This is an optimization exercise on Yosys and OpenROAD, whose aim is small area, a short achievable clock period and few clock cycles, not a production implementation.

==> module acc_top, before the edit <==
module acc_top (
  input  logic        clk,
  input  logic        arst_n,
  input  logic        reg_wr_en,
  input  logic [2:0]  reg_wr_addr,
  input  logic [31:0] reg_wr_data,
  input  logic [2:0]  reg_rd_addr,
  output logic [31:0] reg_rd_data,
  output logic        mem_req,
  output logic [15:0] mem_addr,
  input  logic        mem_gnt,
  input  logic        mem_rvalid,
  input  logic [31:0] mem_rdata,
  output logic        out_valid,
  output logic [31:0] out_data,
  output logic        out_last,
  input  logic        out_credit
);
  logic [15:0] k_base, k_len, x_base, x_len, a_base, a_len;
  logic        busy;
  logic [7:0]  done_cnt;
  logic        ctrl_go;
  logic        job_done;
  assign ctrl_go = reg_wr_en && (reg_wr_addr == 3'd6) && reg_wr_data[0] && !busy;
  always_ff @(posedge clk or negedge arst_n) begin
    if (!arst_n) begin
      k_base <= '0;
      k_len  <= '0;
      x_base <= '0;
      x_len  <= '0;
      a_base <= '0;
      a_len  <= '0;
    end else if (reg_wr_en) begin
      case (reg_wr_addr)
        3'd0: k_base <= reg_wr_data[15:0];
        3'd1: k_len  <= reg_wr_data[15:0];
        3'd2: x_base <= reg_wr_data[15:0];
        3'd3: x_len  <= reg_wr_data[15:0];
        3'd4: a_base <= reg_wr_data[15:0];
        3'd5: a_len  <= reg_wr_data[15:0];
        default: ;
      endcase
    end
  end
  always_ff @(posedge clk or negedge arst_n) begin
    if (!arst_n) begin
      busy     <= 1'b0;
      done_cnt <= '0;
    end else if (ctrl_go) begin
      busy <= 1'b1;
    end else if (job_done) begin
      busy     <= 1'b0;
      done_cnt <= done_cnt + 1'b1;
    end
  end
  always_comb begin
    reg_rd_data = '0;
    case (reg_rd_addr)
      3'd0: reg_rd_data[15:0] = k_base;
      3'd1: reg_rd_data[15:0] = k_len;
      3'd2: reg_rd_data[15:0] = x_base;
      3'd3: reg_rd_data[15:0] = x_len;
      3'd4: reg_rd_data[15:0] = a_base;
      3'd5: reg_rd_data[15:0] = a_len;
      3'd6: begin
        reg_rd_data[0]    = busy;
        reg_rd_data[15:8] = done_cnt;
      end
      default: ;
    endcase
  end
  logic [15:0] kp, xp, ap;    
  logic [15:0] pairs_left;    
  logic        iss_x;         
  logic        iss_a;         
  logic        iss_end;       
  logic [2:0]  a_req;         
  logic [2:0]  outst;         
  logic [2:0]  credits;       
  logic        grant;
  logic [15:0] addr_inc;
  assign mem_req  = busy && !iss_end && (outst <= 3'd5) && (!iss_a || (credits != 3'd0));
  assign mem_addr = iss_a ? ap : (iss_x ? xp : kp);
  assign grant    = mem_req && mem_gnt;
  assign addr_inc = mem_addr + 1'b1;
  always_ff @(posedge clk) begin
    if (ctrl_go) begin
      kp         <= k_base;
      xp         <= x_base;
      ap         <= a_base;
      pairs_left <= k_len;
      iss_x      <= 1'b0;
      iss_a      <= 1'b0;
      iss_end    <= 1'b0;
      a_req      <= '0;
    end else if (grant) begin
      if (iss_a) begin
        ap    <= addr_inc;
        a_req <= a_req + 1'b1;
        if (a_req == 3'd3) iss_end <= 1'b1;
      end else if (!iss_x) begin
        kp    <= addr_inc;
        iss_x <= 1'b1;
      end else begin
        xp         <= addr_inc;
        iss_x      <= 1'b0;
        pairs_left <= pairs_left - 1'b1;
        if (pairs_left == 16'd1) iss_a <= 1'b1;
      end
    end
  end
  always_ff @(posedge clk or negedge arst_n) begin
    if (!arst_n) begin
      outst   <= '0;
      credits <= 3'd4;
    end else begin
      outst   <= outst + 3'(grant) - 3'(mem_rvalid);
      credits <= credits - 3'(grant && iss_a) + 3'(out_credit);
    end
  end
  logic        rsp_a;       
  logic        rsp_x;       
  logic [2:0]  a_rsp;       
  logic [2:0]  a_out;       
  logic        rv_k, rv_x, rv_a;
  logic [31:0] k_reg;       
  logic [31:0] x_reg;       
  assign rsp_a = (outst <= a_req);
  assign rv_a  = mem_rvalid && rsp_a;
  assign rv_k  = mem_rvalid && !rsp_a && !rsp_x;
  assign rv_x  = mem_rvalid && !rsp_a && rsp_x;
  always_ff @(posedge clk) begin
    if (ctrl_go) begin
      rsp_x <= 1'b0;
      a_rsp <= '0;
    end else begin
      if (rv_k || rv_x) rsp_x <= !rsp_x;
      if (rv_a) a_rsp <= a_rsp + 1'b1;
    end
    if (rv_k || (rv_a && !a_rsp[0])) k_reg <= mem_rdata;
    if (rv_x || (rv_a && a_rsp[0]))  x_reg <= mem_rdata;
  end
  logic        par;
  logic        first;       
  logic        mac1, mac2;  
  logic [15:0] k_op;        
  logic [7:0]  ring_a [4][2];
  logic [7:0]  ring_b [4][2];
  always_ff @(posedge clk or negedge arst_n) begin
    if (!arst_n) begin
      mac1 <= 1'b0;
      mac2 <= 1'b0;
    end else begin
      mac1 <= rv_x;
      mac2 <= mac1;
    end
  end
  always_ff @(posedge clk) begin
    par <= ctrl_go ? 1'b0 : !par;
    if (ctrl_go) first <= 1'b1;
    else if (mac2) first <= 1'b0;
    if (rv_x || mac1) k_op <= par ? k_reg[15:0] : k_reg[31:16];
    else              k_op <= '0;
  end
  for (genvar r = 0; r < 4; r++) begin : g_row
    for (genvar j = 0; j < 2; j++) begin : g_unit
      logic [7:0] base;
      logic [7:0] sum;
      assign base = first ? 8'd0 : ring_a[r][j];
      mac8 u_mac (.x(x_reg[8*r +: 8]), .k(k_op[8*j +: 8]), .acc(base), .s(sum));
      always_ff @(posedge clk) begin
        ring_a[r][j] <= ring_b[r][j];
        ring_b[r][j] <= sum;
      end
    end
  end
  logic [1:0]  oc;
  logic        in_a;
  logic        col_busy;
  logic [31:0] psum;
  assign oc       = a_out[1:0];
  assign in_a     = (oc[1] == par);
  assign col_busy = mac2 && in_a;    
  assign psum     = oc[0] ? x_reg : k_reg;
  always_comb begin
    for (int r = 0; r < 4; r++) begin
      out_data[8*r +: 8] = (in_a ? ring_a[r][oc[0]] : ring_b[r][oc[0]]) + psum[8*r +: 8];
    end
  end
  assign out_valid = busy && (a_rsp != a_out) && !col_busy;
  assign out_last  = (oc == 2'd3);
  assign job_done  = out_valid && out_last;
  always_ff @(posedge clk) begin
    if (ctrl_go) a_out <= '0;
    else if (out_valid) a_out <= a_out + 1'b1;
  end
endmodule
==> flow/config.mk <==
export PLATFORM = sky130hd
export DESIGN_NAME = acc_top
export DESIGN_NICKNAME = acc_top
export VERILOG_FILES = /design/flow/design.v
export SDC_FILE = /design/flow/constraint.sdc
export NUM_CORES = 4
export LEC_CHECK = 0
export ABC_CLOCK_PERIOD_IN_PS = 3000
export CAP_MARGIN = 20
export CORE_MARGIN = 2
export CORE_UTILIZATION = 40
export SETUP_SLACK_MARGIN = 2.8
export SLEW_MARGIN = 20
==> flow/constraint.sdc <==
create_clock -name core_clock -period 6.0 [get_ports {clk}]
set_input_delay 1.2000 -clock core_clock [delete_from_list [all_inputs] [get_ports {clk}]]
set_output_delay 1.2000 -clock core_clock [all_outputs]
set_load 0.01 [all_outputs]
run.sh (not shown) runs the stock make flow with config.mk's settings and CLKGATE_MAP_FILE= SYNTH_SCRIPT=/design/flow/synth_recipe.tcl, a recipe that flattens the netlist after the stock synthesis.
==> next run, changes <==
--- a/flow/design.v
+++ b/flow/design.v
@@ -243,22 +243,28 @@
   end
   logic [1:0]  oc;
   logic        in_a;
   logic        col_busy;
   logic [31:0] psum;
   assign oc       = a_out[1:0];
-  assign in_a     = (oc[1] == par);
   assign col_busy = mac2 && in_a;    
   assign psum     = oc[0] ? x_reg : k_reg;
   always_comb begin
     for (int r = 0; r < 4; r++) begin
       out_data[8*r +: 8] = (in_a ? ring_a[r][oc[0]] : ring_b[r][oc[0]]) + psum[8*r +: 8];
     end
   end
   assign out_valid = busy && (a_rsp != a_out) && !col_busy;
   assign out_last  = (oc == 2'd3);
   assign job_done  = out_valid && out_last;
   always_ff @(posedge clk) begin
-    if (ctrl_go) a_out <= '0;
-    else if (out_valid) a_out <= a_out + 1'b1;
+    if (ctrl_go) begin
+      a_out <= '0;
+      in_a  <= 1'b1;
+    end else if (out_valid) begin
+      a_out <= a_out + 1'b1;
+      in_a  <= ((oc[1] ^ oc[0]) == !par);
+    end else begin
+      in_a  <= (oc[1] == !par);
+    end
   end
 endmodule
=> The changed run completed without violations. Via count stays flat. Synthesized cell count is about the same. Final area shrinks by 0.47%. Sequential share of layout area rises by 0.18 points. Clock skew fell by 0.017 ns. Register-to-register slack improved by 0.21 ns. Worst hold slack gets better by 0.022 ns. Cell count is lower by 0.56%.
Function was not checked in any run of this note: the RTL went through the layout flow alone.

afterwards: timing with drivers on the ports:
Ports are ideal in the flow. The routed layouts listed here were re-timed in OpenROAD.
Step 1 sets driving cells, clkbuf_16 on the clock port and buf_2 on the other inputs (assumed; they add their load-dependent delay and slew).
Step 2 moves the port delays by t, midway between the first and last clock arrival at a register: inputs arrive t later, outputs are due t later. That takes back most of the time a late clock gives input paths.
a / b / c = no drivers / after step 1 / after step 2; a / b = the first two.
run	shift t [ns]	setup slack, ns	hold slack, ns	worst setup path at the end	worst data-port slew with drivers (ns)
the first run	0.655	1.498 / 1.434 / 2.089	0.325 / 0.325 / 0.325	register to output	0.14
the second run	0.647	1.566 / 1.510 / 2.157	0.347 / 0.347 / 0.347	register to output	0.14
After both steps every run listed still meets setup and hold.
